From an optimization exercise on the open Yosys and OpenROAD flow, aimed at small area and a short achievable clock period; shortcuts taken in it are not production practice.
RTL that was checked went through simulation tests only; none was proved equivalent to the original.
No functional check of the RTL was part of runs 3 to 5.
Power figures rest on the tool's default switching activity, not on a simulated workload.

## flow/config.mk

```make
export PLATFORM = sky130hd
export DESIGN_NAME = biq_top
export DESIGN_NICKNAME = biq_top
export VERILOG_FILES = /design/flow/design.v
export SDC_FILE = /design/flow/constraint.sdc
export NUM_CORES = 4
export LEC_CHECK = 0
export CAP_MARGIN = 20
export CORE_MARGIN = 2
export CORE_UTILIZATION = 40
export SLEW_MARGIN = 20
```

## flow/flow/run.sh

```bash
#!/bin/bash
set -euo pipefail
export BUFFER_PORTS_ARGS="-buffer_cell sky130_fd_sc_hd__buf_2"
bash standard.sh finish > flow_standard.log 2>&1
```

## flow/standard.sh

```bash
#!/bin/bash
# synth_recipe.tcl (not shown) runs the flow's synth.tcl, then flattens the netlist and writes it again
# the make line also repeats each setting of config.mk as NAME=value (left out here)
make -C /OpenROAD-flow-scripts/flow DESIGN_CONFIG=/design/flow/config.mk WORK_HOME=/design/flow/orfs CLKGATE_MAP_FILE= SYNTH_SCRIPT=/design/flow/synth_recipe.tcl "${@:-finish}"
```

## flow/design.v

```verilog
package biq_pkg;
    typedef logic [5-1:0]    iid_t;
    typedef logic [6-1:0]   preg_t;
    typedef logic [7-1:0]    opcode_t;
    typedef logic [7-1:0]     funct7_t;
    typedef logic [3-1:0]     funct3_t;
    typedef logic [64-1:0]     xlen_t;
    typedef logic [5-1:0]   pipe_t;
    typedef logic [2-1:0]    biq_ptr_t;
    typedef logic [3-1:0]    biq_cnt_t;
    typedef logic [4-1:0]    entry_mask_t;
    typedef logic [4-1:0] wake_vld_t;
    typedef preg_t [4-1:0] wake_preg_t;    
endpackage
`timescale 1ns/100ps
module biq_entry (
    input  logic                          clk,
    input  logic                          wr,
    input  logic [172-1:0]         in_pay,
    input  logic                          in_rdy1,      
    input  logic                          in_rdy2,
    input  biq_pkg::wake_vld_t            wake_vld,
    input  logic [4*6-1:0] wake_preg,    
    output logic [172-1:0]         pay,
    output logic                          rdy1_nxt,     
    output logic                          rdy2_nxt
);
    logic psrc1_rdy;
    logic psrc2_rdy;
    logic wake_hit1;
    logic wake_hit2;
    always_comb
    begin
        wake_hit1 = 1'b0;
        wake_hit2 = 1'b0;
        for (int i = 0; i < 4; i++)
        begin
            if (wake_vld[i] && (wake_preg[i*6 +: 6] == pay[79 +: 6]))
                wake_hit1 = 1'b1;
            if (wake_vld[i] && (wake_preg[i*6 +: 6] == pay[72 +: 6]))
                wake_hit2 = 1'b1;
        end
    end
    assign rdy1_nxt = psrc1_rdy | wake_hit1;
    assign rdy2_nxt = psrc2_rdy | wake_hit2;
    always_ff @(posedge clk)
    begin
        if (wr)
        begin
            pay       <= in_pay;
            psrc1_rdy <= in_rdy1;
            psrc2_rdy <= in_rdy2;
        end
        else
        begin
            psrc1_rdy <= rdy1_nxt;
            psrc2_rdy <= rdy2_nxt;
        end
    end
endmodule
`timescale 1ns/100ps
module biq_ctrl (
    input  logic                     clk,
    input  logic                     rst_clk,
    input  logic                     global_flush,
    input  logic                     in_vld,
    input  biq_pkg::pipe_t           in_pipe,
    input  logic                     dispatch_stall,
    input  logic                     head_rdy1_nxt,    
    input  logic                     head_rdy2_nxt,
    output logic [3-1:0]  buf_wr,           
    output logic                     ld_in,            
    output logic [3-1:0]  ld_buf,           
    output logic                     biq_vld,
    output logic                     biq_stall
);
    logic [4:0]       cnt_oh;
    logic [4:0]       cnt_nxt;
    logic [3-1:0]   bhead_oh;
    logic [3-1:0]   btail_oh;
    logic                      create_vld;
    logic                      issue;
    logic                      empty;
    logic                      full;
    logic                      more;        
    logic                      ld_head;
    logic                      vld_q;
    assign empty = cnt_oh[0];
    assign full  = cnt_oh[4];
    assign more  = ~cnt_oh[0] & ~cnt_oh[1];
    assign create_vld = in_vld & in_pipe[2] & ~dispatch_stall & ~full & ~global_flush;
    assign issue      = vld_q;    
    assign ld_head = issue | empty;
    assign ld_in   = ld_head & ~more;
    assign ld_buf  = {3{ld_head & more}} & bhead_oh;
    assign buf_wr  = btail_oh & {3{~full}};
    always_comb
    begin
        case ({create_vld, issue})
            2'b10:   cnt_nxt = {cnt_oh[4-1:0], 1'b0};
            2'b01:   cnt_nxt = {1'b0, cnt_oh[4:1]};
            default: cnt_nxt = cnt_oh;
        endcase
    end
    always_ff @(posedge clk or negedge rst_clk)
    begin
        if (!rst_clk)
        begin
            cnt_oh   <= 1;
            bhead_oh <= 1;
            btail_oh <= 1;
            vld_q    <= 1'b0;
        end
        else if (global_flush)
        begin
            cnt_oh   <= 1;
            bhead_oh <= 1;
            btail_oh <= 1;
            vld_q    <= 1'b0;
        end
        else
        begin
            cnt_oh <= cnt_nxt;
            if (issue & more)
                bhead_oh <= {bhead_oh[3-2:0], bhead_oh[3-1]};
            if (create_vld & ~empty & ~(issue & ~more))
                btail_oh <= {btail_oh[3-2:0], btail_oh[3-1]};
            vld_q <= ~cnt_nxt[0] & head_rdy1_nxt & head_rdy2_nxt;
        end
    end
    assign biq_vld   = vld_q;
    assign biq_stall = full;
endmodule
`timescale 1ns/100ps
module biq_issue_sel (
    input  logic                          clk,
    input  logic                          ld_in,
    input  logic [3-1:0]       ld_buf,
    input  logic [172-1:0]         in_pay,
    input  logic                          in_rdy1,
    input  logic                          in_rdy2,
    input  logic [3-1:0][172-1:0] buf_pay,
    input  logic [3-1:0]       buf_rdy1_nxt,
    input  logic [3-1:0]       buf_rdy2_nxt,
    input  biq_pkg::wake_vld_t            wake_vld,
    input  logic [4*6-1:0] wake_preg,    
    output logic [172-1:0]         pay,
    output logic                          rdy1,
    output logic                          rdy2,
    output logic                          rdy1_nxt,
    output logic                          rdy2_nxt
);
    logic                  hold;
    logic                  wake_hit1;
    logic                  wake_hit2;
    logic [172-1:0] pay_d;
    assign hold = ~ld_in & ~|ld_buf;
    always_comb
    begin
        wake_hit1 = 1'b0;
        wake_hit2 = 1'b0;
        for (int i = 0; i < 4; i++)
        begin
            if (wake_vld[i] && (wake_preg[i*6 +: 6] == pay[79 +: 6]))
                wake_hit1 = 1'b1;
            if (wake_vld[i] && (wake_preg[i*6 +: 6] == pay[72 +: 6]))
                wake_hit2 = 1'b1;
        end
    end
    always_comb
    begin
        pay_d    = ({172{ld_in}} & in_pay) | ({172{hold}} & pay);
        rdy1_nxt = (ld_in & in_rdy1) | (hold & (rdy1 | wake_hit1));
        rdy2_nxt = (ld_in & in_rdy2) | (hold & (rdy2 | wake_hit2));
        for (int j = 0; j < 3; j++)
        begin
            pay_d    = pay_d | ({172{ld_buf[j]}} & buf_pay[j]);
            rdy1_nxt = rdy1_nxt | (ld_buf[j] & buf_rdy1_nxt[j]);
            rdy2_nxt = rdy2_nxt | (ld_buf[j] & buf_rdy2_nxt[j]);
        end
    end
    always_ff @(posedge clk)
    begin
        pay  <= pay_d;
        rdy1 <= rdy1_nxt;
        rdy2 <= rdy2_nxt;
    end
endmodule
`timescale 1ns/100ps
module biq_top (
    input  logic                 clk,
    input  logic                 rst_clk,
    input  logic                 global_flush,
    input  logic                 dispatch_stall,
    input  logic                 in_vld,
    input  biq_pkg::pipe_t       in_pipe,
    input  biq_pkg::iid_t        in_iid,
    input  biq_pkg::opcode_t     in_opcode,
    input  biq_pkg::funct7_t     in_funct7,
    input  biq_pkg::funct3_t     in_funct3,
    input  biq_pkg::xlen_t       in_pc,
    input  logic                 in_psrc1_vld,
    input  logic                 in_psrc1_ready,
    input  biq_pkg::preg_t       in_psrc1,
    input  logic                 in_psrc2_vld,
    input  logic                 in_psrc2_ready,
    input  biq_pkg::preg_t       in_psrc2,
    input  logic                 in_pdst_vld,
    input  biq_pkg::preg_t       in_pdst,
    input  logic                 in_imm_vld,
    input  biq_pkg::xlen_t       in_imm,
    input  biq_pkg::wake_vld_t   wake_vld,
    input  biq_pkg::wake_preg_t  wake_preg,
    output logic                 biq_stall,
    output logic                 biq_vld,
    output biq_pkg::iid_t        biq_iid,
    output biq_pkg::opcode_t     biq_opcode,
    output biq_pkg::funct7_t     biq_funct7,
    output biq_pkg::funct3_t     biq_funct3,
    output biq_pkg::xlen_t       biq_pc,
    output logic                 biq_psrc1_vld,
    output biq_pkg::preg_t       biq_psrc1,
    output logic                 biq_psrc2_vld,
    output biq_pkg::preg_t       biq_psrc2,
    output logic                 biq_pdst_vld,
    output biq_pkg::preg_t       biq_pdst,
    output logic                 biq_imm_vld,
    output biq_pkg::xlen_t       biq_imm
);
    logic [4*6-1:0]  wake_flat;    
    logic [172-1:0]                 in_pay;
    logic [172-1:0]                 head_pay;
    logic [3-1:0][172-1:0] buf_pay;
    logic [3-1:0]               buf_rdy1_nxt;
    logic [3-1:0]               buf_rdy2_nxt;
    logic [3-1:0]               buf_wr;
    logic [3-1:0]               ld_buf;
    logic                                  ld_in;
    logic                                  head_rdy1;
    logic                                  head_rdy2;
    logic                                  head_rdy1_nxt;
    logic                                  head_rdy2_nxt;
    logic                                  in_hit1;
    logic                                  in_hit2;
    logic                                  in_rdy1;
    logic                                  in_rdy2;
    assign wake_flat = wake_preg;
    assign in_pay = {in_iid, in_opcode, in_funct7, in_funct3, in_pc,
                     in_psrc1_vld, in_psrc1, in_psrc2_vld, in_psrc2,
                     in_pdst_vld, in_pdst, in_imm_vld, in_imm};
    assign {biq_iid, biq_opcode, biq_funct7, biq_funct3, biq_pc,
            biq_psrc1_vld, biq_psrc1, biq_psrc2_vld, biq_psrc2,
            biq_pdst_vld, biq_pdst, biq_imm_vld, biq_imm} = head_pay;
    biq_ctrl u_ctrl (
        .clk            (clk),
        .rst_clk        (rst_clk),
        .global_flush   (global_flush),
        .in_vld         (in_vld),
        .in_pipe        (in_pipe),
        .dispatch_stall (dispatch_stall),
        .head_rdy1_nxt  (head_rdy1_nxt),
        .head_rdy2_nxt  (head_rdy2_nxt),
        .buf_wr         (buf_wr),
        .ld_in          (ld_in),
        .ld_buf         (ld_buf),
        .biq_vld        (biq_vld),
        .biq_stall      (biq_stall)
    );
    always_comb
    begin
        in_hit1 = 1'b0;
        in_hit2 = 1'b0;
        for (int i = 0; i < 4; i++)
        begin
            if (wake_vld[i] && (wake_flat[i*6 +: 6] == in_psrc1))
                in_hit1 = 1'b1;
            if (wake_vld[i] && (wake_flat[i*6 +: 6] == in_psrc2))
                in_hit2 = 1'b1;
        end
    end
    assign in_rdy1 = ~in_psrc1_vld | in_psrc1_ready | in_hit1;    
    assign in_rdy2 = ~in_psrc2_vld | in_psrc2_ready | in_hit2;
    for (genvar e = 0; e < 3; e++)
    begin : g_buf
        biq_entry u_entry (
            .clk       (clk),
            .wr        (buf_wr[e]),
            .in_pay    (in_pay),
            .in_rdy1   (in_rdy1),
            .in_rdy2   (in_rdy2),
            .wake_vld  (wake_vld),
            .wake_preg (wake_flat),
            .pay       (buf_pay[e]),
            .rdy1_nxt  (buf_rdy1_nxt[e]),
            .rdy2_nxt  (buf_rdy2_nxt[e])
        );
    end
    biq_issue_sel u_head (
        .clk          (clk),
        .ld_in        (ld_in),
        .ld_buf       (ld_buf),
        .in_pay       (in_pay),
        .in_rdy1      (in_rdy1),
        .in_rdy2      (in_rdy2),
        .buf_pay      (buf_pay),
        .buf_rdy1_nxt (buf_rdy1_nxt),
        .buf_rdy2_nxt (buf_rdy2_nxt),
        .wake_vld     (wake_vld),
        .wake_preg    (wake_flat),
        .pay          (head_pay),
        .rdy1         (head_rdy1),
        .rdy2         (head_rdy2),
        .rdy1_nxt     (head_rdy1_nxt),
        .rdy2_nxt     (head_rdy2_nxt)
    );
endmodule
```

## flow/constraint.sdc

```tcl
create_clock -name core_clock -period 4.0 [get_ports {clk}]
set_input_delay 0.8000 -clock core_clock [delete_from_list [all_inputs] [get_ports {clk}]]
set_output_delay 0.8000 -clock core_clock [all_outputs]
set_load 0.01 [all_outputs]
```

==> qor.csv, run 1 <==
metric,value,unit
die_area,71000,um2
cts_resized,0,
worst-r2r-cell-count,6,
drt_iter0_drc,1931,
grt_pass1_vias,18100,
hpwlAfterDp,43.9,mm
r2r_end,u_head.pay[44]$_DFF_P_,
yosysSeqAreaShare,70.4,%
worst_pin_slew,1.05,ns
grt_max_degree,174,
io_pins,386,
synth_area_leader_cell,edfxtp_1,
numClockSinks,708,
fin_crit_sh,62.4,%
critPathBufInv,2,
setup_slack,1.50,ns
synth_compound_area_share,7.07,%
avgRoutedWirePerCell,22.6,um
grtUsageTotal,20.2,%
skew,0.0391,ns
dpl_worst_slack,1.23,ns
critPathKind,reg -> reg,
cts_made_buffers,76,
synthTopCellsByArea,"edfxtp_1 56%, dfxtp_1 13%, a222oi_1 6.2%",
cts_tree,done,
ant_nets,0,
fillCellCount,6033,
setup_viol,0,
status,"complete, no violations",
ir_drop,361,uV
cts_buffer_depth,3,
vias,18100,
synth_adder_area_share,0.0908,%
maxCapViolations,0,
synth_simple_gate_area_share,10.6,%
synth_seq_cells,708,
routed_wl,73.6,mm
dominantRegCellSynth,edfxtp_1,
syn2layout_area_growth,18.7,%
synth_cell_types,50,
drt_pre_antenna_iters,9,
synth_edf_count,516,
crit_arrival,3.04,ns
synth_top_family_by_area,simple AND/OR/NAND/NOR gates,
r2r_start,u_ctrl.vld_q$_DFF_PN0_,
globalRouteOverflowTotal,0,
gp_congestion,0.910,
cp.required,4.55,ns
antenna_found_initial,25,
die_width,267,um
drive_gt1_share,24.0,%
cp_max_fo,165,
critPathLaunch,u_ctrl.vld_q$_DFF_PN0_,
rows,96,
synth_nets,2204,
yosys_warnings,4,
slowest_delay,0.64,ns
start_util,40.3,%
cp_top_family,simple AND/OR/NAND/NOR gates,
cts_hold_buf,0,
route.detailed.drc,0,
syn_area,27600,um2
grt_pass1_wl,110,mm
layout.nets,2514,
synthArstFlopShare,1.69,%
grt_setup_unrepaired,no,
worstSkewPairLatency,0.63,ns
finalCriticalPeriod,2.50,ns
fmax,0.401,GHz
synth_mux_area_share,0.218,%
layout_common_cells,"516 x edfxtp_1, 381 x buf_2, 354 x nand2_1",
chipHeight,267,um
cts-root-buf,clkbuf_16,
reg2reg_slack,1.50,ns
relSlewSlack,30.1,%
htree_num_levels,3,
leakage,12.2,nW
cts_setup_buffers,0,
synth_area_per_cell,13.9,um2
hold_path.class,in -> async,
netlist_instances,1990,
cellPowerDensity,525,nW/um2
endpoint_kind,register,
portBuffers,381,
tns,0,ns
cpMaxStageDelayCell,buf_12,
synth_top_area_share,56.2,%
crit_chain,"inv_2, nor3_2, and2_4, buf_12, a222oi_1, nand3_1",
vias_per_cell,5.56,
report.final.slew_viol_count,0,
layout_commonest_cell,edfxtp_1,
startpoint_type,register,
core,68500,um2
synth-xor-area-share,7.90,%
clkTransAtPathRegs,0.06,ns
hold_violations,0,
-- worst register-to-register path, cell delays in order (launching register included) --
cell	delay, ns
dfrtp_1	0.46
inv_2	0.08
nor3_2	0.35
and2_4	0.33
buf_12	0.64
a222oi_1	0.44
nand3_1	0.15
-- flip-flops by register name, indices dropped and copies added (netlist names) --
| name | count |
|---|---|
| u_ctrl.cnt_oh | 5 |
| u_ctrl.bhead_oh | 3 |
| u_head.rdy1 | 1 |
| u_head.rdy2 | 1 |
| u_ctrl.btail_oh | 3 |
| u_head.pay | 172 |
| g_buf.u_entry.psrc1_rdy | 3 |
| u_ctrl.vld_q | 1 |
| g_buf.u_entry.psrc2_rdy | 3 |
| g_buf.u_entry.pay | 516 |
-- per-layer routing --
metal / global-route usage, % / vias to the layer above / wire length (um)
met5: 0 / - / 171
met4: 7.97 / 26 / 2340
met3: 6.29 / 162 / 6480
met2: 32.5 / 751 / 35800
met1: 25.3 / 9037 / 28800
li1: - / 8126 / -
-- power breakdown --
part | switching [mW] | internal [mW]
Sequential | 0.204 | 8.25
Combinational | 0.868 | 0.574
Clock | 2.97 | 4.32
Total | 4.04 | 13.1
-- area by class of cell --
cell class,instances,area (um2),area share (%)
tap,882,1100,3.37
inverter,5,30.0,0.0918
timing repair buffer,416,2340,7.17
clock buffer,98,2080,6.34
sequential,708,19400,59.3
multi-input combinational,1093,7150,21.9
clock inverter,43,579,1.77
antenna,12,30.0,0.0918
-- cell families (layout without fill, tap and decap cells) --
logic type               count (synthesis)  in the layout
AO/OA/AOI/OAI                          202            202
XOR/XNOR                               240            240
adder cells (fa/ha/maj)                  2              2
buffers and inverters                  189            562
flip-flops                             708            708
multiplexers                             6              6
other                                    0             12
AND/OR/NAND/NOR                        643            643
-- synthesized netlist by cell type (all sizes together) (6+ instances only) --
cell type and number:
mux2i 6, nor3 7, dfxtp 180, nand4 35, edfxtp 516, dfrtp 9
a222oi 172, nor4 40, xor2 124, buf 139, nor2 14, clkbuf 45
a21oi 8, nand2 354, nand2b 7, nand3 174, xnor2 116
-- metrics by stage --
step	total power [mW]	area, um2	hold WS [ns]	instances	utilization, %
2_1_floorplan	9.40	27600	0.431	1990	-
6_report	17.2	32700	0.0588	3257	47.8
3_5_place_dp	10.1	30000	0.436	3104	43.9
3_3_place_gp	10.0	30000	0.428	3104	43.9
4_1_cts	17.4	32700	0.0263	3245	47.7
5_1_grt	17.8	32700	0.0414	3255	47.8
-- how the worst max path moves through the flow --
stage | to | slack, ns | cells past startpoint
2_1_floorplan | g_buf[0].u_entry.pay[0]$_DFFE_PP_ | 0.36 | 2
3_3_place_gp | u_ctrl.vld_q$_DFF_PN0_ | 1.23 | 8
3_5_place_dp | u_ctrl.vld_q$_DFF_PN0_ | 1.23 | 8
4_1_cts | g_buf[0].u_entry.pay[18]$_DFFE_PP_ | 1.38 | 3
5_1_grt | g_buf[2].u_entry.pay[18]$_DFFE_PP_ | 1.32 | 3
6_report | u_head.pay[44]$_DFF_P_ | 1.50 | 6
==> inputs of run 2 (changes only) <==
==> flow/run.sh (new file) <==
#!/bin/bash
# synth_recipe.tcl (not shown) runs the flow's synth.tcl, then flattens the netlist and writes it again
# the make line also repeats each setting of config.mk as NAME=value (left out here)
make -C /OpenROAD-flow-scripts/flow DESIGN_CONFIG=/design/flow/config.mk WORK_HOME=/design/flow/orfs CLKGATE_MAP_FILE= SYNTH_SCRIPT=/design/flow/synth_recipe.tcl finish
removed: flow/flow/run.sh
removed: flow/standard.sh
==> run 2 against run 1 <==
Hold slack gained 0.39 ns. Setup slack lost 0.36 ns. Via count shrank 0.76%. Still clean. Wire length grew 4.4%.
==> qor.csv, run 2 <==
metric,value,unit,change
critPathLaunch,wake_preg[12],,
finalCriticalPeriod,2.86,ns,+0.362 ns
cts_tree,done,,
r2r_start,u_ctrl.cnt_oh[0]$_DFF_PN1_,,
setup_viol,0,,unchanged
routed_wl,76.9,mm,+4.4%
syn_area,27600,um2,unchanged
drive_gt1_share,7.88,%,-16 points
layout_common_cells,"516 x edfxtp_1, 381 x clkdlybuf4s50_1, 354 x nand2_1",,
design_area,34400,um2,+5.1%
cp.required,4.49,ns,-0.06 ns
ir_drop,355,uV,-1.7%
avgRoutedWirePerCell,23.6,um,+4.3%
top_register,g_buf.u_entry.pay,,
cts_setup_buffers,0,,unchanged
portBuffers,381,,unchanged
fillCellCount,5825,,-3.4%
rows,96,,unchanged
layout.nets,2529,,+0.60%
largest_reg_flops,516,,unchanged
synth_top_area_share,56.2,%,unchanged
grt_setup_unrepaired,no,,
ant_nets,0,,unchanged
grt_max_degree,175,,+0.57%
cts_buffer_depth,3,,unchanged
critPathKind,in -> reg,,
cts_made_buffers,75,,-1.3%
grtUsageTotal,21.0,%,+0.83 points
tns,0,ns,unchanged
skew,0.0163,ns,-0.0228 ns
netlist_instances,1990,,unchanged
chipHeight,267,um,unchanged
syn2layout_area_growth,24.7,%,
top_regs,"g_buf.u_entry.pay (516), u_head.pay (172), u_ctrl.cnt_oh (5)",,
vias_per_cell,5.51,,-0.88%
worstSkewPairLatency,0.61,ns,-0.02 ns
globalRouteOverflowTotal,0,,unchanged
dpl_worst_slack,0.552,ns,-0.682 ns
cts_resized,0,,unchanged
fmax,0.350,GHz,-13%
relSlewSlack,27.7,%,-2.4 points
drt_pre_antenna_iters,8,,-1
synth_edf_count,516,,unchanged
grt_pass1_wl,113,mm,+2.8%
clkTransAtPathRegs,0.06,ns,about the same
synthArstFlopShare,1.69,%,unchanged
route.detailed.drc,0,,unchanged
crit_arrival,3.35,ns,+0.31 ns
io_pins,386,,unchanged
synth_most_common_cell,edfxtp_1,,
endpoint_kind,register,,
antenna_found_initial,13,,-48%
dr_wl_met2,37.3,mm,+4.2%
hold_violations,0,,unchanged
synth_nets,2204,,unchanged
cp_max_fo,8,,-95%
die_width,267,um,unchanged
hold_start,g_buf[0].u_entry.pay[68]$_DFFE_PP_,,
report.final.slew_viol_count,0,,unchanged
dr_wl_met3,6.61,mm,+2.0%
synth_cell_types,50,,unchanged
maxCapViolations,0,,unchanged
grt_pass1_vias,17800,,-2.0%
status,"complete, no violations",,
startpoint_type,input pin,,
synth_area_leader_cell,edfxtp_1,,
yosys_warnings,4,,unchanged
layout_commonest_cell,edfxtp_1,,
gp_congestion,0.915,,+0.59%
postPlaceCellArea,32000,um2,+6.7%
regArea,19400,um2,unchanged
core,68500,um2,unchanged
leakage,12.1,nW,-0.73%
cellPowerDensity,493,nW/um2,-6.2%
synth.top_cells.by_count,"516 x edfxtp_1, 354 x nand2_1, 180 x dfxtp_1",,
cts-root-buf,clkbuf_16,,
highest_layer,met5,,
wl_met1,30.9,mm,+7.4%
yosysSeqAreaShare,70.4,%,unchanged
setup_slack,1.14,ns,-0.362 ns
vias,18000,,-0.76%
cts_hold_buf,0,,unchanged
dominantRegCellSynth,edfxtp_1,,
synth_area_per_cell,13.9,um2,unchanged
fin_crit_sh,71.4,%,+9.1 points
htree_num_levels,3,,unchanged
multi_input_area,7150,um2,unchanged
synthTopCellsByArea,"edfxtp_1 56%, dfxtp_1 13%, a222oi_1 6.2%",,
start_util,40.3,%,unchanged
worst_pin_slew,1.08,ns,+0.0358 ns
drt_iter0_drc,2006,,+3.9%
die_area,71000,um2,unchanged
hpwlAfterDp,45.0,mm,+2.5%
hold_path.class,reg -> reg,,
numClockSinks,708,,unchanged
synth_seq_cells,708,,unchanged
[run 2: power by group]
group	switching, mW	internal (mW)	leakage, nW
combinational	0.883	0.912	4.36
sequential	0.219	8.25	6.59
clock	2.83	3.85	1.15
total	3.93	13.0	12.1
[run 2: logic make-up after synthesis]
kind of cell,count (synthesis),synth area share (%)
flops,708,70.4
simple gates,643,10.6
fa+ha+maj,2,0.0907
mux,6,0.218
compound gates,202,7.07
xor+xnor,240,7.90
buf+inv,189,3.74
[run 2: final timing paths]
path,to,slack [ns],cells after the start
min reg2reg,u_head.pay[68]$_DFF_P_,0.44,2
min in group asynchronous,u_ctrl.cnt_oh[4]$_DFFE_PN0P_,0.59,1
max in group asynchronous,u_ctrl.cnt_oh[3]$_DFFE_PN0P_,3.01,1
max reg2reg,u_head.pay[131]$_DFF_P_,1.36,7
min,u_head.pay[68]$_DFF_P_,0.44,2
max,u_ctrl.vld_q$_DFF_PN0_,1.14,8
[run 2: worst max-delay path, stage by stage]
cell	delay [ns]
clkdlybuf4s50_1	0.80
buf_4	0.35
xnor2_1	0.15
nand4_1	0.13
nor4_1	0.06
nor4_1	0.68
o2111ai_2	0.16
and3b_1	0.21
[run 2: final cells by class]
type                    count  share of cell area [%]
inverters                   5                  0.0873
flip-flops and latches    708                    56.4
repair buffers            432                    12.6
multi-input cells        1093                    20.8
diodes                      5                  0.0364
well taps                 882                    3.21
clock buffers              97                    5.78
clock inverters            39                    1.04
[run 2: per-layer routing]
| layer | vias up | GRT usage, % |
|---|---|---|
| met5 | - | 0 |
| met4 | 14 | 6.80 |
| met1 | 9000 | 27.0 |
| met3 | 129 | 6.23 |
| li1 | 8155 | - |
| met2 | 666 | 34.0 |
[run 2: through the flow]
step / power (mW) / hold WS, ns / instances / utilization [%]
6_report: 16.9 / 0.444 / 3261 / 50.2
5_1_grt: 17.6 / 0.465 / 3261 / 50.2
4_1_cts: 17.2 / 0.449 / 3256 / 50.2
3_5_place_dp: 10.4 / 0.439 / 3120 / 46.8
3_3_place_gp: 10.4 / 0.433 / 3120 / 46.8
2_1_floorplan: 9.40 / 0.431 / 1990 / -
==> inputs of run 3 (changes only) <==
--- a/flow/design.v
+++ b/flow/design.v
@@ -71,29 +71,30 @@
     output logic [3-1:0]  buf_wr,           
     output logic                     ld_in,            
     output logic [3-1:0]  ld_buf,           
+    output logic                     ld_hold,          
     output logic                     biq_vld,
     output logic                     biq_stall
 );
     logic [4:0]       cnt_oh;
     logic [4:0]       cnt_nxt;
     logic [3-1:0]   bhead_oh;
+    logic [3-1:0]   bhead_nxt;
     logic [3-1:0]   btail_oh;
+    logic [3-1:0]   btail_nxt;
     logic                      create_vld;
     logic                      issue;
     logic                      empty;
     logic                      full;
     logic                      more;        
-    logic                      ld_head;
     logic                      vld_q;
+    logic                      vld_nxt;
+    logic                      ld_head_nxt;
+    logic                      more_nxt;
     assign empty = cnt_oh[0];
     assign full  = cnt_oh[4];
     assign more  = ~cnt_oh[0] & ~cnt_oh[1];
+    assign issue = vld_q;       
     assign create_vld = in_vld & in_pipe[2] & ~dispatch_stall & ~full & ~global_flush;
-    assign issue      = vld_q;    
-    assign ld_head = issue | empty;
-    assign ld_in   = ld_head & ~more;
-    assign ld_buf  = {3{ld_head & more}} & bhead_oh;
-    assign buf_wr  = btail_oh & {3{~full}};
     always_comb
     begin
         case ({create_vld, issue})
@@ -101,7 +102,16 @@
             2'b01:   cnt_nxt = {1'b0, cnt_oh[4:1]};
             default: cnt_nxt = cnt_oh;
         endcase
+        bhead_nxt = bhead_oh;
+        if (issue & more)
+            bhead_nxt = {bhead_oh[3-2:0], bhead_oh[3-1]};
+        btail_nxt = btail_oh;
+        if (create_vld & ~empty & ~(issue & ~more))
+            btail_nxt = {btail_oh[3-2:0], btail_oh[3-1]};
     end
+    assign vld_nxt     = ~cnt_nxt[0] & head_rdy1_nxt & head_rdy2_nxt;
+    assign ld_head_nxt = vld_nxt | cnt_nxt[0];
+    assign more_nxt    = ~cnt_nxt[0] & ~cnt_nxt[1];
     always_ff @(posedge clk or negedge rst_clk)
     begin
         if (!rst_clk)
@@ -110,6 +120,10 @@
             bhead_oh <= 1;
             btail_oh <= 1;
             vld_q    <= 1'b0;
+            ld_in    <= 1'b1;
+            ld_buf   <= '0;
+            ld_hold  <= 1'b0;
+            buf_wr   <= 1;
         end
         else if (global_flush)
         begin
@@ -117,15 +131,21 @@
             bhead_oh <= 1;
             btail_oh <= 1;
             vld_q    <= 1'b0;
+            ld_in    <= 1'b1;
+            ld_buf   <= '0;
+            ld_hold  <= 1'b0;
+            buf_wr   <= 1;
         end
         else
         begin
-            cnt_oh <= cnt_nxt;
-            if (issue & more)
-                bhead_oh <= {bhead_oh[3-2:0], bhead_oh[3-1]};
-            if (create_vld & ~empty & ~(issue & ~more))
-                btail_oh <= {btail_oh[3-2:0], btail_oh[3-1]};
-            vld_q <= ~cnt_nxt[0] & head_rdy1_nxt & head_rdy2_nxt;
+            cnt_oh   <= cnt_nxt;
+            bhead_oh <= bhead_nxt;
+            btail_oh <= btail_nxt;
+            vld_q    <= vld_nxt;
+            ld_in    <= ld_head_nxt & ~more_nxt;
+            ld_buf   <= {3{vld_nxt & more_nxt}} & bhead_nxt;
+            ld_hold  <= ~ld_head_nxt;
+            buf_wr   <= btail_nxt & {3{~cnt_nxt[4]}};
         end
     end
     assign biq_vld   = vld_q;
@@ -136,6 +156,7 @@
     input  logic                          clk,
     input  logic                          ld_in,
     input  logic [3-1:0]       ld_buf,
+    input  logic                          ld_hold,      
     input  logic [172-1:0]         in_pay,
     input  logic                          in_rdy1,
     input  logic                          in_rdy2,
@@ -150,11 +171,9 @@
     output logic                          rdy1_nxt,
     output logic                          rdy2_nxt
 );
-    logic                  hold;
     logic                  wake_hit1;
     logic                  wake_hit2;
     logic [172-1:0] pay_d;
-    assign hold = ~ld_in & ~|ld_buf;
     always_comb
     begin
         wake_hit1 = 1'b0;
@@ -169,9 +188,9 @@
     end
     always_comb
     begin
-        pay_d    = ({172{ld_in}} & in_pay) | ({172{hold}} & pay);
-        rdy1_nxt = (ld_in & in_rdy1) | (hold & (rdy1 | wake_hit1));
-        rdy2_nxt = (ld_in & in_rdy2) | (hold & (rdy2 | wake_hit2));
+        pay_d    = ({172{ld_in}} & in_pay) | ({172{ld_hold}} & pay);
+        rdy1_nxt = (ld_in & in_rdy1) | (ld_hold & (rdy1 | wake_hit1));
+        rdy2_nxt = (ld_in & in_rdy2) | (ld_hold & (rdy2 | wake_hit2));
         for (int j = 0; j < 3; j++)
         begin
             pay_d    = pay_d | ({172{ld_buf[j]}} & buf_pay[j]);
@@ -236,6 +255,7 @@
     logic [3-1:0]               buf_wr;
     logic [3-1:0]               ld_buf;
     logic                                  ld_in;
+    logic                                  ld_hold;
     logic                                  head_rdy1;
     logic                                  head_rdy2;
     logic                                  head_rdy1_nxt;
@@ -263,6 +283,7 @@
         .buf_wr         (buf_wr),
         .ld_in          (ld_in),
         .ld_buf         (ld_buf),
+        .ld_hold        (ld_hold),
         .biq_vld        (biq_vld),
         .biq_stall      (biq_stall)
     );
@@ -299,6 +320,7 @@
         .clk          (clk),
         .ld_in        (ld_in),
         .ld_buf       (ld_buf),
+        .ld_hold      (ld_hold),
         .in_pay       (in_pay),
         .in_rdy1      (in_rdy1),
         .in_rdy2      (in_rdy2),
==> flow/flow/run.sh (new file) <==
#!/bin/bash
set -euo pipefail
export BUFFER_PORTS_ARGS="-buffer_cell sky130_fd_sc_hd__buf_2"
bash standard.sh finish > flow_standard.log 2>&1
==> flow/standard.sh (new file) <==
#!/bin/bash
# synth_recipe.tcl (not shown) runs the flow's synth.tcl, then flattens the netlist and writes it again
# the make line also repeats each setting of config.mk as NAME=value (left out here)
make -C /OpenROAD-flow-scripts/flow DESIGN_CONFIG=/design/flow/config.mk WORK_HOME=/design/flow/orfs CLKGATE_MAP_FILE= SYNTH_SCRIPT=/design/flow/synth_recipe.tcl "${@:-finish}"
removed: flow/run.sh
==> run 3 against run 2 <==
Still clean on timing, DRC and antenna. Highest routed layer unchanged. Die area shrank 1.1%. Register-to-register slack gained 0.20 ns. Hold slack lost 0.32 ns. Sequential power grew 1%.
==> qor.csv, run 3 <==
metric,value,unit,change
status,"complete, no violations",,
layout_commonest_cell,edfxtp_1,,
synth_top_area_share,56.8,%,+0.61 points
cp.depth,8,,unchanged
critPathKind,in -> reg,,
cts-root-buf,clkbuf_16,,
p_comb_share,9.2,%,-1.4 points
hold_violations,0,,unchanged
synth_most_common_cell,edfxtp_1,,
routed_wl,75.2,mm,-2.2%
setup_viol,0,,unchanged
endpoint,u_ctrl.ld_buf[1]$_DFF_PN0_,,
layout_common_cells,"516 x edfxtp_1, 381 x buf_2, 180 x dfxtp_1",,
worstSkewPairLatency,0.62,ns,about the same
vias,17800,,-0.99%
rows,95,,-1.0%
core,67400,um2,-1.6%
gr-usage-met3,5.78,%,-0.45 points
gr-max-usage-layer,met2,,
finalCriticalPeriod,2.46,ns,-0.398 ns
worst_pin_slew,1.05,ns,-0.0371 ns
top_regs,"g_buf.u_entry.pay (516), u_head.pay (172), u_ctrl.cnt_oh (5)",,
crit_arrival,2.93,ns,-0.42 ns
critPathLaunch,wake_preg[1],,
regArea,19600,um2,+1.2%
p_int,13.0,mW,-0.38%
cp_max_fo,10,,+2
grtUsageMet1,27.2,%,+0.21 points
synth_area_leader_cell,edfxtp_1,,
cts_setup_buffers,0,,unchanged
crit_chain,"buf_2, xor2_1, nor2_1, a41o_1, or4_4, a221o_1, o22ai_2, nor4_1",,
fin_crit_sh,61.5,%,-10 points
startpoint_type,input pin,,
hold_path.class,in -> async,,
synthArstFlopShare,2.79,%,+1.1 points
grt_pass1_vias,18000,,+1.0%
synthTopCellsByArea,"edfxtp_1 57%, dfxtp_1 13%, a222oi_1 6.3%",,
worst-r2r-cell-count,7,,unchanged
multi_input_area,6860,um2,-4.2%
leakage,11.8,nW,-2.7%
whs,0.125,ns,-0.319 ns
critPathBufInv,1,,-1
syn_area,27300,um2,-1.1%
slowest_delay,0.54,ns,-0.26 ns
route.detailed.drc,0,,unchanged
top_register,g_buf.u_entry.pay,,
globalRouteOverflowTotal,0,,unchanged
relSlewSlack,30.2,%,+2.5 points
switching_share,23.6,%,+0.43 points
antenna_found_initial,24,,+11
pwr-share-seq,50.5,%,+0.5 points
fmax,0.407,GHz,+16%
gp_congestion,0.906,,-0.99%
grt_pass1_wl,112,mm,-0.40%
yosysSeqAreaShare,71.9,%,+1.5 points
reg2reg_slack,1.56,ns,+0.20 ns
fillCellCount,5779,,-0.79%
numClockSinks,716,,+1.1%
drt_iter0_drc,2230,,+11%
endpoint_kind,register,,
vias_per_cell,5.77,,+4.8%
avgRoutedWirePerCell,24.4,um,+3.5%
cts_resized,0,,unchanged
drt_pre_antenna_iters,10,,+2
drive_gt1_share,24.4,%,+17 points
syn2layout_area_growth,18.6,%,
synth_seq_cells,716,,+1.1%
layout.nets,2347,,-7.2%
hpwlAfterDp,44.5,mm,-1.2%
maxCapViolations,0,,unchanged
report.final.slew_viol_count,0,,unchanged
design_area,32300,um2,-6.0%
netlist_instances,1832,,-7.9%
switching_power,4.01,mW,+2.0%
synth_cell_types,42,,-16%
postPlaceCellArea,29800,um2,-6.8%
start_util,40.5,%,+0.20 points
cts_tree,done,,
r2r_start,g_buf[0].u_entry.pay[76]$_DFFE_PP_,,
htree_num_levels,3,,unchanged
cts_hold_buf,0,,unchanged
synth_edf_count,516,,unchanged
grtUsageMet2,33.3,%,-0.73 points
synth.top_cells.by_count,"516 x edfxtp_1, 180 x dfxtp_1, 178 x nand2_1",,
synth_nets,2046,,-7.2%
ir_drop,419,uV,+18%
grtUsageTotal,20.9,%,-0.099 points
chipHeight,265,um,-0.53%
grt_max_degree,101,,-42%
cellPowerDensity,525,nW/um2,+6.6%
ant_nets,0,,unchanged
clkTransAtPathRegs,0.06,ns,about the same
die_area,70300,um2,-1.1%
cts_made_buffers,77,,+2.7%
portBuffers,381,,unchanged
p_clk_share,40.4,%,+1.0 points
r2r_end,u_ctrl.ld_buf[1]$_DFF_PN0_,,
die_width,265,um,-0.53%
tns,0,ns,unchanged
cp.required,4.47,ns,-0.02 ns
grt_setup_unrepaired,no,,
largest_reg_flops,516,,unchanged
skew,0.0211,ns,+0.00487 ns
dominantRegCellSynth,edfxtp_1,,
io_pins,386,,unchanged
yosys_warnings,4,,unchanged
cpMaxStageDelayCell,or4_4,,
cts_buffer_depth,3,,unchanged
synth_area_per_cell,14.9,um2,+7.5%
cp_top_family,compound AO/OA/AOI/OAI gates,,
-- run 3: cell count changes in the layout (fill, tap and decap cells not counted), moves of 6 or more --
cell             delta
diode_2             +7
dfrtp_4             +6
a22oi_1           +172
buf_4              -24
clkinv_1            -9
clkdlybuf4s50_1   -381
nand2_1           -176
clkbuf_8            +9
xor2_2              -7
nand3_1           -170
buf_2             +381
clkbuf_1            +9
nor2_1              +9
-- run 3: logic make-up (layout without fill, tap and decap cells) --
logic type                 after synthesis  after routing  share of synthesized area, %
AOI/OAI and AO/OA                      378            378                          12.0
xor gates and xnor gates               240            240                          7.79
adders and majority gates                2              2                        0.0917
buffers and inverters                  191            556                          3.00
DFF                                    716            716                          71.9
muxes                                    9              9                         0.330
other                                    0             12                             0
and+or+nand+nor                        296            296                          4.92
-- run 3: worst reg2reg max path, stage by stage, from the launching register on --
cell and delay, ns:
edfxtp_1 0.52, xor2_2 0.20, nor3_1 0.06, a41o_1 0.22, or4_4 0.54, a221o_1 0.39
o22ai_2 0.27, nor4_1 0.11
-- run 3: metrics by stage --
stage	worst slack (ns)	util (%)	std cells	power (mW)
3_5_place_dp	0.952	44.3	2927	10.3
4_1_cts	1.55	47.9	3070	17.2
3_3_place_gp	0.944	44.3	2927	10.2
5_1_grt	1.43	48.0	3080	17.6
6_report	1.54	48.0	3082	17.0
2_1_floorplan	1.07	-	1832	9.55
-- run 3: power groups by stage --
| stage | clock network [mW] | registers [mW] | logic (mW) |
|---|---|---|---|
| after floorplan | 0 | 8.76 | 0.787 |
| after global placement | 0 | 8.70 | 1.52 |
| after detailed placement | 0 | 8.72 | 1.56 |
| after CTS | 7.02 | 8.57 | 1.56 |
| after global routing | 7.30 | 8.61 | 1.68 |
| final | 6.85 | 8.57 | 1.56 |
-- run 3: routing by layer --
layer | vias to the layer above | share of wire (%) | wire length (um)
met5 | - | 0.20 | 152
met4 | 22 | 3.1 | 2310
met3 | 178 | 9.3 | 6980
met2 | 822 | 48 | 35900
met1 | 8940 | 40 | 29900
li1 | 7825 | - | -
-- run 3: worst min path at each step --
stage,endpoint,depth (start not counted),slack [ns]
2_1_floorplan,u_head.pay[0]$_DFF_P_,2,0.43
3_3_place_gp,u_head.pay[71]$_DFF_P_,2,0.43
3_5_place_dp,u_head.pay[160]$_DFF_P_,2,0.44
4_1_cts,u_ctrl.cnt_oh[3]$_DFFE_PN0P_,1,0.1
5_1_grt,u_ctrl.cnt_oh[2]$_DFFE_PN0P_,1,0.14
6_report,u_ctrl.cnt_oh[3]$_DFFE_PN0P_,1,0.13
-- run 3: area by class of cell --
type | count | area share (%)
sequential | 716 | 60.7
multi-input combinational | 925 | 21.2
timing repair buffer | 407 | 6.93
clock buffer | 118 | 6.87
tap | 873 | 3.38
clock inverter | 25 | 0.751
antenna | 12 | 0.0929
inverter | 6 | 0.0696
==> inputs of run 4 (changes only) <==
--- a/flow/config.mk
+++ b/flow/config.mk
@@ -8,4 +8,5 @@
 export CAP_MARGIN = 20
 export CORE_MARGIN = 2
 export CORE_UTILIZATION = 40
+export SETUP_SLACK_MARGIN = 2.0
 export SLEW_MARGIN = 20
==> run 4 against run 3 <==
Die area is the same. Largest power group unchanged. Flip-flop and latch count is the same. Critical endpoint is now u_ctrl.ld_buf[2]$_DFF_PN0_. Maximum frequency rose by 4.8%. Critical path type is now reg -> reg. Setup slack gained 0.11 ns.
==> qor.csv, run 4 <==
metric,value,unit,change
relSlewSlack,37.4,%,+7.3 points
drive_gt1_share,26.9,%,+2.5 points
dpl_worst_slack,0.928,ns,-0.0235 ns
worst_pin_slew,0.938,ns,-0.109 ns
globalRouteOverflowTotal,0,,unchanged
chipHeight,265,um,unchanged
netlist_instances,1832,,unchanged
yosys_warnings,4,,unchanged
dominantRegCellSynth,edfxtp_1,,
synth_seq_cells,716,,unchanged
synth_compound_area_share,12.0,%,unchanged
skew,0.0226,ns,+0.00149 ns
die_area,70300,um2,unchanged
maxCapViolations,0,,unchanged
finalCriticalPeriod,2.35,ns,-0.112 ns
synth_area_per_cell,14.9,um2,unchanged
synth_top_family_by_area,compound AO/OA/AOI/OAI gates,,
drt_iter0_drc,1890,,-15%
setup_viol,0,,unchanged
start_util,40.5,%,unchanged
vias_per_cell,5.78,,+0.20%
core,67400,um2,unchanged
synth_adder_area_share,0.0917,%,unchanged
hold_path.class,in -> async,,
worstSkewPairLatency,0.62,ns,about the same
r2r_end,u_ctrl.ld_buf[2]$_DFF_PN0_,,
layout.nets,2364,,+0.72%
synth_nets,2046,,unchanged
die_width,265,um,unchanged
critPathBufInv,0,,-1
fmax,0.426,GHz,+4.8%
top_register,g_buf.u_entry.pay,,
routed_wl,77.1,mm,+2.6%
tns,0,ns,unchanged
synth-xor-area-share,7.79,%,unchanged
hold_violations,0,,unchanged
drt_pre_antenna_iters,9,,-1
synth_area_leader_cell,edfxtp_1,,
route.detailed.drc,0,,unchanged
synthTopCellsByArea,"edfxtp_1 57%, dfxtp_1 13%, a222oi_1 6.3%",,
rows,95,,unchanged
fin_crit_sh,58.7,%,-2.8 points
portBuffers,381,,unchanged
startpoint_type,register,,
cp_top_family,compound AO/OA/AOI/OAI gates,,
r2r_start,g_buf[1].u_entry.pay[74]$_DFFE_PP_,,
cp_max_fo,5,,-5
htree_num_levels,3,,unchanged
crit_chain,"xor2_1, nor3_1, a41o_1, or4_4, a221o_1, o22ai_4, nor4_1",,
cellPowerDensity,528,nW/um2,+0.59%
grtUsageTotal,21.2,%,+0.36 points
ant_nets,0,,unchanged
dpl.cell_count,2927,,unchanged
clkTransAtPathRegs,0.06,ns,about the same
yosysSeqAreaShare,71.9,%,unchanged
hpwlAfterDp,44.6,mm,+0.37%
largest_reg_flops,516,,unchanged
vias,17900,,+0.62%
grt_pass1_wl,114,mm,+1.5%
syn2layout_area_growth,20.6,%,
synth_cell_types,42,,unchanged
synthArstFlopShare,2.79,%,unchanged
syn_area,27300,um2,unchanged
synth_top_area_share,56.8,%,unchanged
critPathKind,reg -> reg,,
synth_simple_gate_area_share,4.92,%,unchanged
cpMaxStageDelayCell,edfxtp_1,,
ir_drop,339,uV,-19%
worst-r2r-cell-count,7,,unchanged
grt_max_degree,113,,+12%
cts_made_buffers,76,,-1.3%
reg2reg_slack,1.65,ns,+0.09 ns
avgRoutedWirePerCell,24.9,um,+2.1%
multi_input_area,6970,um2,+1.6%
grt_setup_unrepaired,yes,,
fillCellCount,5761,,-0.31%
setup_slack,1.65,ns,+0.112 ns
slowest_delay,0.54,ns,about the same
numClockSinks,716,,unchanged
regArea,19700,um2,+0.25%
grt_pass1_vias,18000,,+0.28%
endpoint_kind,register,,
synth_edf_count,516,,unchanged
gp_congestion,0.871,,-3.8%
cts_buffer_depth,3,,unchanged
synth.top_cells.by_count,"516 x edfxtp_1, 180 x dfxtp_1, 178 x nand2_1",,
cts_tree,done,,
io_pins,386,,unchanged
cp.required,4.47,ns,about the same
layout_common_cells,"516 x edfxtp_1, 359 x buf_2, 178 x nand2_1",,
cts-root-buf,clkbuf_16,,
leakage,12.0,nW,+1.9%
final_cells,3095,,+0.42%
layout_commonest_cell,edfxtp_1,,
synth_most_common_cell,edfxtp_1,,
report.final.slew_viol_count,0,,unchanged
top_regs,"g_buf.u_entry.pay (516), u_head.pay (172), u_ctrl.cnt_oh (5)",,
status,"complete, no violations",,
synth_mux_area_share,0.330,%,unchanged
crit_arrival,2.82,ns,-0.11 ns
antenna_found_initial,17,,-29%
[run 4: cell count changes in the layout (fill, tap and decap cells not counted), moves of 4 or more]
cell | previous run | this run
buf_6 | 0 | 7
diode_2 | 12 | 8
nor4_1 | 37 | 28
nor4_2 | 0 | 6
buf_12 | 11 | 15
dfxtp_1 | 180 | 165
dfxtp_4 | 0 | 12
clkbuf_1 | 28 | 12
clkbuf_8 | 12 | 3
clkinv_2 | 12 | 22
clkinv_1 | 3 | 7
buf_4 | 15 | 44
bufinv_16 | 2 | 8
buf_2 | 381 | 359
[run 4: layout make-up]
class | count | area share, %
diodes | 8 | 0.0609
multi-input cells | 925 | 21.2
flip-flops and latches | 716 | 59.8
repair buffers | 425 | 7.62
inverters | 6 | 0.0685
clock buffers | 92 | 6.12
clock inverters | 50 | 1.79
well taps | 873 | 3.32
[run 4: cells by family after synthesis]
group | Yosys count
xor gates and xnor gates | 240
AOI/OAI and AO/OA | 378
buffers and inverters | 191
adders and majority gates | 2
DFF | 716
muxes | 9
and+or+nand+nor | 296
[run 4: timing repair]
action	4_1_cts	5_1_grt
hold buffers	0	0
pin swaps	3	2
buffers inserted	13	5
gates resized for setup	53	11
setup endpoints to repair	77	20
[run 4: where the power goes]
group          internal, mW  switching [mW]
clock network          4.18            3.00
registers              8.34           0.256
logic                 0.674           0.920
total                  13.2            4.18
[run 4: worst max-delay path by stage]
| stage | slack [ns] | depth (start not counted) | startpoint | endpoint |
|---|---|---|---|---|
| after global routing | 1.54 | 7 | g_buf[1].u_entry.pay[77]$_DFFE_PP_ | u_ctrl.ld_buf[1]$_DFF_PN0_ |
| after CTS | 1.65 | 7 | g_buf[1].u_entry.pay[77]$_DFFE_PP_ | u_ctrl.ld_buf[2]$_DFF_PN0_ |
| after detailed placement | 0.93 | 8 | wake_preg[10] | u_ctrl.ld_buf[2]$_DFF_PN0_ |
| final | 1.65 | 7 | g_buf[1].u_entry.pay[74]$_DFFE_PP_ | u_ctrl.ld_buf[2]$_DFF_PN0_ |
| after global placement | 0.93 | 8 | wake_preg[9] | u_ctrl.ld_buf[2]$_DFF_PN0_ |
| after floorplan | 1.50 | 8 | wake_preg[0] | u_ctrl.ld_buf[0]$_DFF_PN0_ |
[run 4: per-layer routing]
metal | up-vias | GRT usage, % | wire (um)
met2 | 807 | 34.3 | 37500
li1 | 7872 | - | -
met3 | 122 | 5.63 | 6640
met5 | - | 0 | 91
met1 | 9083 | 28.0 | 31200
met4 | 14 | 6.61 | 1750
[run 4: per-stage QoR]
step / instance area (um2) / total power, mW / utilization (%) / hold slack (ns)
5_1_grt: 32900 / 18.0 / 48.8 / 0.134
2_1_floorplan: 27500 / 9.57 / - / 0.431
4_1_cts: 32800 / 17.5 / 48.7 / 0.0941
3_3_place_gp: 29900 / 10.2 / 44.4 / 0.434
3_5_place_dp: 29900 / 10.3 / 44.4 / 0.440
6_report: 32900 / 17.4 / 48.8 / 0.130
==> inputs of run 5 (changes only) <==
--- a/flow/config.mk
+++ b/flow/config.mk
@@ -7,6 +7,6 @@
 export LEC_CHECK = 0
 export CAP_MARGIN = 20
 export CORE_MARGIN = 2
-export CORE_UTILIZATION = 40
+export CORE_UTILIZATION = 60
 export SETUP_SLACK_MARGIN = 2.0
 export SLEW_MARGIN = 20
==> run 5 against run 4 <==
Still clean on timing, DRC and antenna. Wire length is 6.8% lower. Non-clock buffer count is 5 lower. Power is 2.9% lower. First-iteration DRC count is 30% higher. Die area is 33% lower. Setup slack better by 0.030 ns. Critical path depth stayed put. Largest cell class unchanged. Largest power group unchanged. Highest routed layer unchanged.
==> qor.csv, run 5 <==
metric,value,unit,change
synth_edf_count,516,,unchanged
core,45100,um2,-33%
crit_arrival,2.79,ns,-0.03 ns
grtUsageTotal,29.9,%,+8.6 points
htree_num_levels,3,,unchanged
leakage,11.8,nW,-1.2%
cts-root-buf,clkbuf_16,,
start_util,60.5,%,+20 points
syn2layout_area_growth,18.2,%,
grt_setup_unrepaired,yes,,
die_area,47200,um2,-33%
drive_gt1_share,26.2,%,-0.68 points
synth_seq_cells,716,,unchanged
gp_congestion,0.877,,+0.68%
maxCapViolations,0,,unchanged
hold_path.class,in -> async,,
fin_crit_sh,57.9,%,-0.74 points
worst-r2r-cell-count,7,,unchanged
chipHeight,217,um,-18%
startpoint_type,register,,
route.detailed.drc,0,,unchanged
status,"complete, no violations",,
r2r_end,u_ctrl.ld_buf[2]$_DFF_PN0_,,
cellPowerDensity,523,nW/um2,-0.97%
vias,17900,,-0.16%
die_width,217,um,-18%
globalRouteOverflowTotal,0,,unchanged
drt_pre_antenna_iters,9,,unchanged
yosysSeqAreaShare,71.9,%,unchanged
hold_violations,0,,unchanged
ir_drop,621,uV,+83%
reg2reg_slack,1.68,ns,+0.03 ns
drt_iter0_drc,2455,,+30%
routed_wl,71.9,mm,-6.8%
critPathKind,reg -> reg,,
layout.nets,2355,,-0.38%
io_pins,386,,unchanged
synth_nets,2046,,unchanged
cts_made_buffers,72,,-5.3%
synthTopCellsByArea,"edfxtp_1 57%, dfxtp_1 13%, a222oi_1 6.3%",,
final_core_util,71.5,%,+23 points
largest_reg_flops,516,,unchanged
synth_area_leader_cell,edfxtp_1,,
worst_pin_slew,1.11,ns,+0.175 ns
endpoint_kind,register,,
finalCriticalPeriod,2.32,ns,-0.0297 ns
synth_area_per_cell,14.9,um2,unchanged
avgRoutedWirePerCell,25.6,um,+2.6%
portBuffers,381,,unchanged
netlist_instances,1832,,unchanged
cts_tree,done,,
antenna_found_initial,27,,+10
whs,0.141,ns,+0.0106 ns
hpwlAfterDp,41.4,mm,-7.2%
top_regs,"g_buf.u_entry.pay (516), u_head.pay (172), u_ctrl.cnt_oh (5)",,
cts_buffer_depth,3,,unchanged
ant_nets,0,,unchanged
layout_commonest_cell,edfxtp_1,,
synth.top_cells.by_count,"516 x edfxtp_1, 180 x dfxtp_1, 178 x nand2_1",,
vias_per_cell,6.35,,+9.8%
synthArstFlopShare,2.79,%,unchanged
r2r_start,g_buf[0].u_entry.pay[77]$_DFFE_PP_,,
skew,0.0192,ns,-0.00347 ns
syn_area,27300,um2,unchanged
synth_top_area_share,56.8,%,unchanged
synth_most_common_cell,edfxtp_1,,
layout_common_cells,"516 x edfxtp_1, 370 x buf_2, 178 x nand2_1",,
worstSkewPairLatency,0.60,ns,-0.02 ns
grt_pass1_wl,106,mm,-7.2%
yosys_warnings,4,,unchanged
synth_cell_types,42,,unchanged
numClockSinks,716,,unchanged
report.final.slew_viol_count,0,,unchanged
cp_max_fo,5,,unchanged
setup_viol,0,,unchanged
relSlewSlack,25.8,%,-12 points
top_register,g_buf.u_entry.pay,,
grt_max_degree,173,,+53%
grt_pass1_vias,17300,,-3.9%
rows,78,,-18%
dominantRegCellSynth,edfxtp_1,,
tns,0,ns,unchanged
cp.required,4.47,ns,about the same
clkTransAtPathRegs,0.06,ns,about the same
fmax,0.431,GHz,+1.3%
[run 5: cell counts after synthesis]
No cell type changed its count.
[run 5: worst max path at each step]
stage | startpoint | to | slack (ns)
final | g_buf[0].u_entry.pay[77]$_DFFE_PP_ | u_ctrl.ld_buf[2]$_DFF_PN0_ | 1.68
after global routing | g_buf[1].u_entry.pay[74]$_DFFE_PP_ | u_ctrl.ld_buf[0]$_DFF_PN0_ | 1.61
after floorplan | wake_preg[0] | u_ctrl.ld_buf[0]$_DFF_PN0_ | 1.50
after global placement | wake_preg[8] | u_ctrl.ld_buf[0]$_DFF_PN0_ | 0.99
after detailed placement | wake_preg[8] | u_ctrl.ld_buf[1]$_DFF_PN0_ | 0.96
after CTS | g_buf[1].u_entry.pay[77]$_DFFE_PP_ | u_ctrl.ld_buf[2]$_DFF_PN0_ | 1.71
[run 5: power by group]
part / switching (mW) / internal, mW
clock network: 2.74 / 3.98
logic: 0.924 / 0.654
registers: 0.232 / 8.34
[run 5: metrics by stage]
step	setup WS, ns	area (um2)	instances	power (mW)
finish	1.68	32300	2813	16.9
global route	1.61	32200	2809	17.4
CTS	1.71	32000	2784	17.0
detailed placement	0.960	29500	2646	10.3
global placement	0.993	29500	2646	10.2
floorplan	1.50	27500	1832	9.57
[run 5: worst max-delay path, stage by stage (launching register included)]
cell      delay, ns
edfxtp_1       0.51
buf_4          0.19
xor2_1         0.16
nor4_1         0.07
or4_4          0.52
a221o_1        0.38
o22ai_4        0.26
nor4_1         0.08
[run 5: what timing repair did]
item,4_1_cts,5_1_grt
setup buffers,6,15
gates cloned,0,0
hold buffers,0,0
endpoints found under the setup margin,90,17
pin swaps,10,12
gates resized for setup,40,14
[run 5: cell families after synthesis]
group,count (synthesis),synth area share (%)
flip-flops,716,71.9
XOR/XNOR,240,7.79
buffers and inverters,191,3.00
multiplexers,9,0.330
adder cells (fa/ha/maj),2,0.0917
AND/OR/NAND/NOR,296,4.92
AO/OA/AOI/OAI,378,12.0
[run 5: final cells by class]
class / instances / area [um2]
clock inverters: 32 / 314
flip-flops and latches: 716 / 19700
inverters: 6 / 22.5
fillers: 3034 / 12800
diodes: 14 / 35.0
repair buffers: 420 / 2380
well taps: 600 / 751
multi-input cells: 925 / 6990
clock buffers: 100 / 2080
[run 5: metal layers]
metal	share of wire (%)	track usage, %	up-vias
met1	39	40.5	8990
met5	0.24	0	-
met2	48	46.3	851
met4	2.8	10.7	26
li1	-	-	7856
met3	9.8	8.61	146
==> inputs of run 6 (changes only) <==
--- a/flow/design.v
+++ b/flow/design.v
@@ -88,8 +88,7 @@
     logic                      more;        
     logic                      vld_q;
     logic                      vld_nxt;
-    logic                      ld_head_nxt;
-    logic                      more_nxt;
+    logic                      ld_head;
     assign empty = cnt_oh[0];
     assign full  = cnt_oh[4];
     assign more  = ~cnt_oh[0] & ~cnt_oh[1];
@@ -109,9 +108,11 @@
         if (create_vld & ~empty & ~(issue & ~more))
             btail_nxt = {btail_oh[3-2:0], btail_oh[3-1]};
     end
-    assign vld_nxt     = ~cnt_nxt[0] & head_rdy1_nxt & head_rdy2_nxt;
-    assign ld_head_nxt = vld_nxt | cnt_nxt[0];
-    assign more_nxt    = ~cnt_nxt[0] & ~cnt_nxt[1];
+    assign vld_nxt = ~cnt_nxt[0] & head_rdy1_nxt & head_rdy2_nxt;
+    assign ld_head = issue | empty;
+    assign ld_in   = ld_head & ~more;
+    assign ld_buf  = {3{issue & more}} & bhead_oh;
+    assign ld_hold = ~ld_head;
     always_ff @(posedge clk or negedge rst_clk)
     begin
         if (!rst_clk)
@@ -120,9 +121,6 @@
             bhead_oh <= 1;
             btail_oh <= 1;
             vld_q    <= 1'b0;
-            ld_in    <= 1'b1;
-            ld_buf   <= '0;
-            ld_hold  <= 1'b0;
             buf_wr   <= 1;
         end
         else if (global_flush)
@@ -131,9 +129,6 @@
             bhead_oh <= 1;
             btail_oh <= 1;
             vld_q    <= 1'b0;
-            ld_in    <= 1'b1;
-            ld_buf   <= '0;
-            ld_hold  <= 1'b0;
             buf_wr   <= 1;
         end
         else
@@ -142,9 +137,6 @@
             bhead_oh <= bhead_nxt;
             btail_oh <= btail_nxt;
             vld_q    <= vld_nxt;
-            ld_in    <= ld_head_nxt & ~more_nxt;
-            ld_buf   <= {3{vld_nxt & more_nxt}} & bhead_nxt;
-            ld_hold  <= ~ld_head_nxt;
             buf_wr   <= btail_nxt & {3{~cnt_nxt[4]}};
         end
     end
--- a/flow/config.mk
+++ b/flow/config.mk
@@ -7,6 +7,6 @@
 export LEC_CHECK = 0
 export CAP_MARGIN = 20
 export CORE_MARGIN = 2
-export CORE_UTILIZATION = 60
-export SETUP_SLACK_MARGIN = 2.0
+export CORE_UTILIZATION = 55
+export SETUP_SLACK_MARGIN = 2.4
 export SLEW_MARGIN = 20
==> run 6 against run 5 <==
Cell area rose by 17%. Register-to-register slack improved by 0.27 ns. Wire length rose by 33%. Global-route usage rose by 6.8 points. Synthesized cell count fell by 0.66%. Combinational power rose by 38%. Final cell count rose by 9.7%. Clock skew fell by 0.0024 ns. Flip-flop and latch count fell by 5. Via count rose by 12%.
==> qor.csv, run 6 <==
metric,value,unit,change
status,"complete, no violations",,
fin_crit_sh,52.2,%,-5.7 points
netlist_instances,1820,,-0.66%
dominantRegCellSynth,edfxtp_1,,
grt_pass1_wl,135,mm,+27%
total_power,17.5,mW,+3.9%
fmax,0.479,GHz,+11%
crit_arrival,1.29,ns,-1.50 ns
endpoint_kind,output pin,,
ant_nets,0,,unchanged
drive_gt1_share,44.1,%,+18 points
avgRoutedWirePerCell,31.0,um,+21%
grt_max_degree,66,,-62%
hpwlAfterDp,43.1,mm,+4.2%
p_int,13.4,mW,+3.0%
ir_drop,434,uV,-30%
io_pins,386,,unchanged
gp_congestion,0.893,,+1.7%
cts-root-buf,clkbuf_16,,
rows,81,,+3.8%
top_regs,"g_buf.u_entry.pay (516), u_head.pay (172), u_ctrl.cnt_oh (5)",,
clkTransAtPathRegs,0.06,ns,about the same
postPlaceCellArea,29500,um2,+0.14%
p_comb_share,12.4,%,+3.0 points
die_area,51400,um2,+8.8%
synthArstFlopShare,2.11,%,-0.68 points
synth.top_cells.by_count,"516 x edfxtp_1, 181 x nand2_1, 180 x dfxtp_1",,
layout.nets,2561,,+8.7%
cp.required,3.20,ns,-1.27 ns
relSlewSlack,62.6,%,+37 points
crit_chain,"buf_4, buf_6",,
report.final.slew_viol_count,0,,unchanged
setup_viol,0,,unchanged
hold_path.class,in -> async,,
synthTopCellsByArea,"edfxtp_1 57%, dfxtp_1 13%, a222oi_1 6.3%",,
grt_setup_unrepaired,yes,,
synth_area_per_cell,15.0,um2,+0.59%
vias_per_cell,6.47,,+1.9%
cts_hold_buf,0,,unchanged
chipHeight,227,um,+4.3%
hold_violations,0,,unchanged
cp_max_fo,3,,-2
cellPowerDensity,465,nW/um2,-11%
die_width,227,um,+4.3%
cpMaxStageDelayCell,dfrtp_2,,
fillCellCount,2840,,-6.4%
grtUsageTotal,36.7,%,+6.8 points
synth_most_common_cell,edfxtp_1,,
yosysSeqAreaShare,71.5,%,-0.41 points
final_cells,3085,,+9.7%
yosys_warnings,4,,unchanged
vias,20000,,+12%
synth_area_leader_cell,edfxtp_1,,
worstSkewPairLatency,0.62,ns,+0.02 ns
regArea,19700,um2,+0.34%
grt_pass1_vias,19700,,+14%
cts_made_buffers,72,,unchanged
reg2reg_slack,1.95,ns,+0.27 ns
portBuffers,381,,unchanged
slowest_delay,0.41,ns,-0.11 ns
layout_common_cells,"516 x edfxtp_1, 203 x buf_6, 183 x buf_2",,
p_clk_share,38.7,%,-1.1 points
drt_iter0_drc,2768,,+13%
routed_wl,95.7,mm,+33%
syn_area,27300,um2,about the same
cts_tree,done,,
finalCriticalPeriod,2.09,ns,-0.228 ns
globalRouteOverflowTotal,0,,unchanged
maxCapViolations,0,,unchanged
syn2layout_area_growth,38.3,%,
design_area,37700,um2,+17%
r2r_start,u_ctrl.vld_q$_DFF_PN0_,,
core,49000,um2,+8.6%
skew,0.0167,ns,-0.00243 ns
final_core_util,77.0,%,+5.5 points
antenna_found_initial,27,,unchanged
dpl.cell_count,2708,,+2.3%
worst-r2r-cell-count,11,,+4
worst_pin_slew,0.556,ns,-0.557 ns
htree_num_levels,3,,unchanged
startpoint_type,register,,
synth_edf_count,516,,unchanged
switching_power,4.16,mW,+6.8%
synth_cell_types,44,,+4.8%
largest_reg_flops,516,,unchanged
start_util,55.7,%,-4.8 points
synth_top_area_share,56.8,%,about the same
tns,0,ns,unchanged
multi_input_area,7850,um2,+12%
switching_share,23.7,%,+0.65 points
leakage,13.9,nW,+17%
cts_buffer_depth,3,,unchanged
synth_seq_cells,711,,-0.70%
r2r_end,u_head.pay[31]$_DFF_P_,,
route.detailed.drc,0,,unchanged
top_register,g_buf.u_entry.pay,,
numClockSinks,711,,-0.70%
critPathKind,reg -> out,,
pwr-share-seq,48.9,%,-1.9 points
layout_commonest_cell,edfxtp_1,,
synth_nets,2034,,-0.59%
drt_pre_antenna_iters,10,,+1
==> run 6: metal layers <==
| metal | part of all wire, % | GRT usage (%) |
|---|---|---|
| met5 | 0.15 | 0 |
| met4 | 4.2 | 15.8 |
| met3 | 11 | 9.65 |
| met2 | 49 | 58.6 |
| met1 | 36 | 47.5 |
==> run 6: cells by family after synthesis <==
group | share of synthesized area, %
and+or+nand+nor | 5.00
AOI/OAI and AO/OA | 12.0
buffers and inverters | 3.42
DFF | 71.5
xor gates and xnor gates | 7.85
adders and majority gates | 0.0918
muxes | 0.220
==> run 6: how the worst max path moves through the flow <==
stage                           start                 endpoint  slack (ns)  depth (start not counted)
6_report       u_ctrl.vld_q$_DFF_PN0_                  biq_vld        1.91                          2
5_1_grt        u_ctrl.vld_q$_DFF_PN0_  u_head.pay[126]$_DFF_P_        1.88                         11
4_1_cts        u_ctrl.vld_q$_DFF_PN0_                  biq_vld        2.01                          1
3_5_place_dp            wake_preg[22]   u_ctrl.vld_q$_DFF_PN0_        1.03                          8
3_3_place_gp            wake_preg[21]   u_ctrl.vld_q$_DFF_PN0_        1.04                          8
2_1_floorplan           wake_preg[12]   u_ctrl.vld_q$_DFF_PN0_        1.83                          8
==> run 6: timing repair <==
item	CTS	global route
pin swaps	265	124
endpoints found under the setup margin	708	386
buffers inserted	125	21
gates cloned	79	4
gates resized for setup	665	70
==> run 6: through the flow <==
step           hold WS (ns)  setup WS (ns)
2_1_floorplan         0.431           1.83
3_3_place_gp          0.432           1.04
4_1_cts              0.0748           2.01
6_report              0.103           1.91
5_1_grt               0.116           1.88
3_5_place_dp          0.440           1.03
==> run 6: critical path: cells and delay by family (launching register included) <==
family | cells | cell delay (ns)
buffers and inverters | 2 | 0.26
flip-flops | 1 | 0.41
==> run 6: cell type report <==
| type | instances | area share [%] |
|---|---|---|
| sequential | 711 | 52.4 |
| multi-input combinational | 946 | 20.8 |
| timing repair buffer | 614 | 18.2 |
| clock buffer | 96 | 5.24 |
| tap | 664 | 2.20 |
| clock inverter | 36 | 0.976 |
| antenna | 16 | 0.106 |
| inverter | 2 | 0.0266 |
==> run 6: power groups by stage <==
stage               Clock, mW  Combinational, mW  Sequential (mW)
floorplan                   0              0.730             8.66
finish                   6.78               2.18             8.57
global placement            0               1.37             8.61
detailed placement          0               1.40             8.62
global route             7.11               2.28             8.59
CTS                      6.79               2.09             8.55

re-timing with driven ports:
In the flow no input, the clock included, has a driving cell. The finished layouts below were timed again as built, in two steps.
Step 1: set_driving_cell puts a clkbuf_16 on clk and a buf_2 on each other input, an assumption about the parent block.
Step 2, shift: input delay + t, output delay - t, t = (earliest + latest rising clock arrival at the registers) / 2. This alone moves slack from input paths to output paths.
Slacks: ideal / step 1 / step 2; pairs: ideal / step 1.
run	t (ns)	slack for setup (ns)	hold slack, ns
run 1	0.672	1.505 / 1.505 / 1.193	0.059 / 0.033 / 0.436
run 2	0.668	1.143 / 1.177 / 0.509	0.444 / 0.444 / 0.444
run 3	0.667	1.541 / 1.559 / 0.906	0.125 / 0.096 / 0.453
run 4	0.667	1.653 / 1.653 / 1.088	0.130 / 0.134 / 0.449
run 5	0.652	1.682 / 1.679 / 1.027	0.141 / 0.102 / 0.443
run 6	0.669	1.911 / 1.850 / 1.393	0.103 / 0.140 / 0.453
After both steps every run listed still meets setup and hold. For run 5, which loses most, drivers alone change the setup slack by -0.003 ns; drivers and shift together by -0.655 ns.
